Source: an optimization exercise on an open RTL-to-GDS flow (aim: small area). Production flows keep margins and buffers that such runs may drop.
In this exercise RTL edits were held to simulation tests only and were not proved equivalent to the original.
Power is estimated from default activity; no workload was simulated.

the baseline:
==> module operand_stage, before the edit <==
module operand_stage
(
	input  logic        clk,
	input  logic        rst,
	input  logic        d_valid,
	input  logic [31:0] d_pc,
	input  logic [31:7] d_inst,
	input  logic [3:0]  d_code,
	output logic [31:1] sel1,
	output logic [31:1] sel2,
	output logic        nz1,
	output logic        nz2,
	output logic        pc_sel,
	input  logic [31:0] rdata1,
	input  logic [31:0] rdata2_raw,
	input  logic        rdata2_inv,
	output logic        out_valid,
	output logic [31:0] out_pc,
	output logic [10:0] out_cls,
	output logic        out_illegal,
	output logic [4:0]  out_rd,
	output logic [9:0]  out_mod,
	output logic [31:0] out_op_a,
	output logic [31:0] out_op_b,
	output logic [31:0] out_store_data
);
	logic [31:7] inst;
	logic [3:0]  code;
	logic [31:0] imm;
	logic        use_imm, a_pc;
	logic [3:0]  hi1, hi2;
	logic [7:0]  lo1, lo2;
	logic        d_lui, d_auipc, d_jal;
	assign d_lui   = d_code == rv_decode_pkg::C_LUI;
	assign d_auipc = d_code == rv_decode_pkg::C_AUIPC;
	assign d_jal   = d_code == rv_decode_pkg::C_JAL;
	always_ff @(posedge clk) begin
		if (rst) begin
			out_valid <= 1'b0;
		end else begin
			out_valid <= d_valid;
		end
	end
	always_ff @(posedge clk) begin
		out_pc  <= d_pc;
		inst    <= d_inst;
		code    <= d_code;
		hi1     <= (d_lui | d_auipc | d_jal) ? 4'd0 : 4'd1 << d_inst[19:18];
		lo1     <= 8'd1 << d_inst[17:15];
		hi2     <= 4'd1 << d_inst[24:23];
		lo2     <= 8'd1 << d_inst[22:20];
		nz1     <= ~(d_lui | d_auipc | d_jal) && d_inst[19:15] != 5'd0;
		nz2     <= d_inst[24:20] != 5'd0;
		a_pc    <= d_auipc | d_jal;
		use_imm <= d_code == rv_decode_pkg::C_LUI || d_code == rv_decode_pkg::C_AUIPC
			|| d_code == rv_decode_pkg::C_JAL || d_code == rv_decode_pkg::C_JALR
			|| d_code == rv_decode_pkg::C_LOAD || d_code == rv_decode_pkg::C_STORE
			|| d_code == rv_decode_pkg::C_ARLOG_IMM;
	end
	inst_decoder u_dec (
		.inst    (inst),
		.code    (code),
		.cls     (out_cls),
		.illegal (out_illegal),
		.mod     (out_mod),
		.imm     (imm)
	);
	assign out_rd = inst[11:7];
	always_comb begin
		for (int i = 1; i < 32; i++) begin
			sel1[i] = hi1[i / 8] & lo1[i % 8];
			sel2[i] = hi2[i / 8] & lo2[i % 8];
		end
	end
	assign pc_sel         = a_pc;
	assign out_op_a       = rdata1;
	assign out_store_data = rdata2_raw ^ {32{rdata2_inv}};
	for (genvar b = 0; b < 32; b++) begin : g_op_b
		op_b_bit u_op_b (
			.raw     (rdata2_raw[b]),
			.use_imm (use_imm),
			.k       (use_imm ? imm[b] : rdata2_inv),
			.y       (out_op_b[b])
		);
	end
endmodule
clock: 5.0 ns
lec_check: 0
cap_margin: 20
core_margin: 2
core_utilization: 40
setup_slack_margin: 0.1
slew_margin: 20
synth_hierarchical: 1
synth_minimum_keep_size: 0
standard.sh (not shown) runs the stock make flow with config.mk's settings and CLKGATE_MAP_FILE= SYNTH_SCRIPT=/design/flow/synth_recipe.tcl, a recipe that flattens the netlist after the stock synthesis.
==> flow/flow/run.sh <==
#!/bin/bash
# The standard layout (the standard.sh, standard synthesis unchanged) with
# two changes: port buffers use the smallest buffer cell, and the clock tree is
# built from clusters of up to 30 flip-flops under clkbuf_16 leaf buffers,
# without dummy loads. make's full output goes to flow.log; ORFS writes each
# step's log under orfs/logs/.
set -euo pipefail
bash standard.sh \
	"BUFFER_PORTS_ARGS=-buffer_cell sky130_fd_sc_hd__buf_1" \
	"CTS_ARGS=-sink_clustering_enable -repair_clock_nets -dont_use_dummy_load -sink_clustering_size 30 -sink_clustering_max_diameter 80 -buf_list sky130_fd_sc_hd__clkbuf_16" \
	finish > flow.log 2>&1
Final checks on the baseline, whose flow otherwise completed, came back failing, citing setup timing.
Input changes introduced in the candidate (baseline for comparison: the baseline):
==> flow/design.v, changed modules only <==
module operand_stage
(
	input  logic        clk,
	input  logic        rst,
	input  logic        d_valid,
	input  logic [31:0] d_pc,
	input  logic [31:7] d_inst,
	input  logic [3:0]  d_code,
	output logic [31:1] sel1,
	output logic [31:1] sel2,
	output logic        nz1,
	output logic        nz2,
	output logic        pc_sel,
	input  logic [31:0] rdata1,
	input  logic [31:0] rdata2_raw,
	input  logic        rdata2_inv,
	output logic        out_valid,
	output logic [31:0] out_pc,
	output logic [10:0] out_cls,
	output logic        out_illegal,
	output logic [4:0]  out_rd,
	output logic [9:0]  out_mod,
	output logic [31:0] out_op_a,
	output logic [31:0] out_op_b,
	output logic [31:0] out_store_data
);
	logic [31:7] inst;
	logic [31:7] inst_q;
	logic [3:0]  code;
	logic [31:0] imm;
	logic        use_imm, a_pc;
	logic [3:0]  hi1, hi2;
	logic [7:0]  lo1, lo2;
	logic        d_lui, d_auipc, d_jal;
	assign d_lui   = d_code == rv_decode_pkg::C_LUI;
	assign d_auipc = d_code == rv_decode_pkg::C_AUIPC;
	assign d_jal   = d_code == rv_decode_pkg::C_JAL;
	always_ff @(posedge clk) begin
		if (rst) begin
			out_valid <= 1'b0;
		end else begin
			out_valid <= d_valid;
		end
	end
	always_ff @(posedge clk) begin
		out_pc  <= d_pc;
		inst_q  <= d_inst;
		code    <= d_code;
		hi1     <= 4'd1 << d_inst[19:18];
		lo1     <= (d_lui | d_auipc | d_jal) ? 8'd0 : 8'd1 << d_inst[17:15];
		hi2     <= 4'd1 << d_inst[24:23];
		lo2     <= 8'd1 << d_inst[22:20];
		a_pc    <= d_auipc | d_jal;
		use_imm <= d_code == rv_decode_pkg::C_LUI || d_code == rv_decode_pkg::C_AUIPC
			|| d_code == rv_decode_pkg::C_JAL || d_code == rv_decode_pkg::C_JALR
			|| d_code == rv_decode_pkg::C_LOAD || d_code == rv_decode_pkg::C_STORE
			|| d_code == rv_decode_pkg::C_ARLOG_IMM;
	end
	assign inst[31:25] = inst_q[31:25];
	assign inst[24:23] = {hi2[3] | hi2[2], hi2[3] | hi2[1]};
	assign inst[22:20] = {|lo2[7:4], lo2[7] | lo2[6] | lo2[3] | lo2[2],
		lo2[7] | lo2[5] | lo2[3] | lo2[1]};
	assign inst[19:18] = {hi1[3] | hi1[2], hi1[3] | hi1[1]};
	assign inst[17:7]  = inst_q[17:7];
	assign nz1 = |lo1 & ~(hi1[0] & lo1[0]);
	assign nz2 = ~(hi2[0] & lo2[0]);
	inst_decoder u_dec (
		.inst    (inst),
		.code    (code),
		.cls     (out_cls),
		.illegal (out_illegal),
		.mod     (out_mod),
		.imm     (imm)
	);
	assign out_rd = inst[11:7];
	always_comb begin
		for (int i = 1; i < 32; i++) begin
			sel1[i] = hi1[i / 8] & lo1[i % 8];
			sel2[i] = hi2[i / 8] & lo2[i % 8];
		end
	end
	assign pc_sel         = a_pc;
	assign out_op_a       = rdata1;
	assign out_store_data = rdata2_raw ^ {32{rdata2_inv}};
	for (genvar b = 0; b < 32; b++) begin : g_op_b
		op_b_bit u_op_b (
			.raw     (rdata2_raw[b]),
			.use_imm (use_imm),
			.k       (use_imm ? imm[b] : rdata2_inv),
			.y       (out_op_b[b])
		);
	end
endmodule
- From the logs: the candidate reached the end of the flow and failed the layout checks with setup timing.
- Sequential share of layout area: the candidate < the baseline
- In the metrics for the candidate and the baseline, the one carrying the higher biggest fanout along the worst timing path is the baseline.
- Of the two candidates, the baseline has the better static power due to leakage and the candidate the worse one.
- Taking the baseline as the reference, in the candidate critical path depth +1, total number of sequential cells down 0.75%, setup slack has decreased, core outline area decreased by about 0.8% relative to the old numbers.

==> separate check: timing with driven ports <==
No port has a modelled driver above. Below, the same layouts with a new extraction and two added sets of constraints. Step 1 (the two cells are an assumption about what drives the block):
set clk [get_ports {clk}]
set_driving_cell -lib_cell sky130_fd_sc_hd__clkbuf_16 $clk
set_driving_cell -lib_cell sky130_fd_sc_hd__buf_2 [delete_from_list [all_inputs] $clk]
Step 2 times the ports against the registers' clock, not the clock port: input delays grow and output delays shrink by t, the midpoint of the rising clock arrivals with the driver on. Three values: ideal ports, drivers, drivers and shift; two values: the first two.
run | shift t [ns] | setup slack, ns | hold WS [ns] | worst setup path after step 2
the baseline | 0.748 | -0.022 / -0.101 / 0.647 | 0.276 / 0.276 / 0.276 | register to output
the candidate | 0.772 | -0.269 / -0.349 / 0.424 | 0.293 / 0.277 / 0.293 | register to output
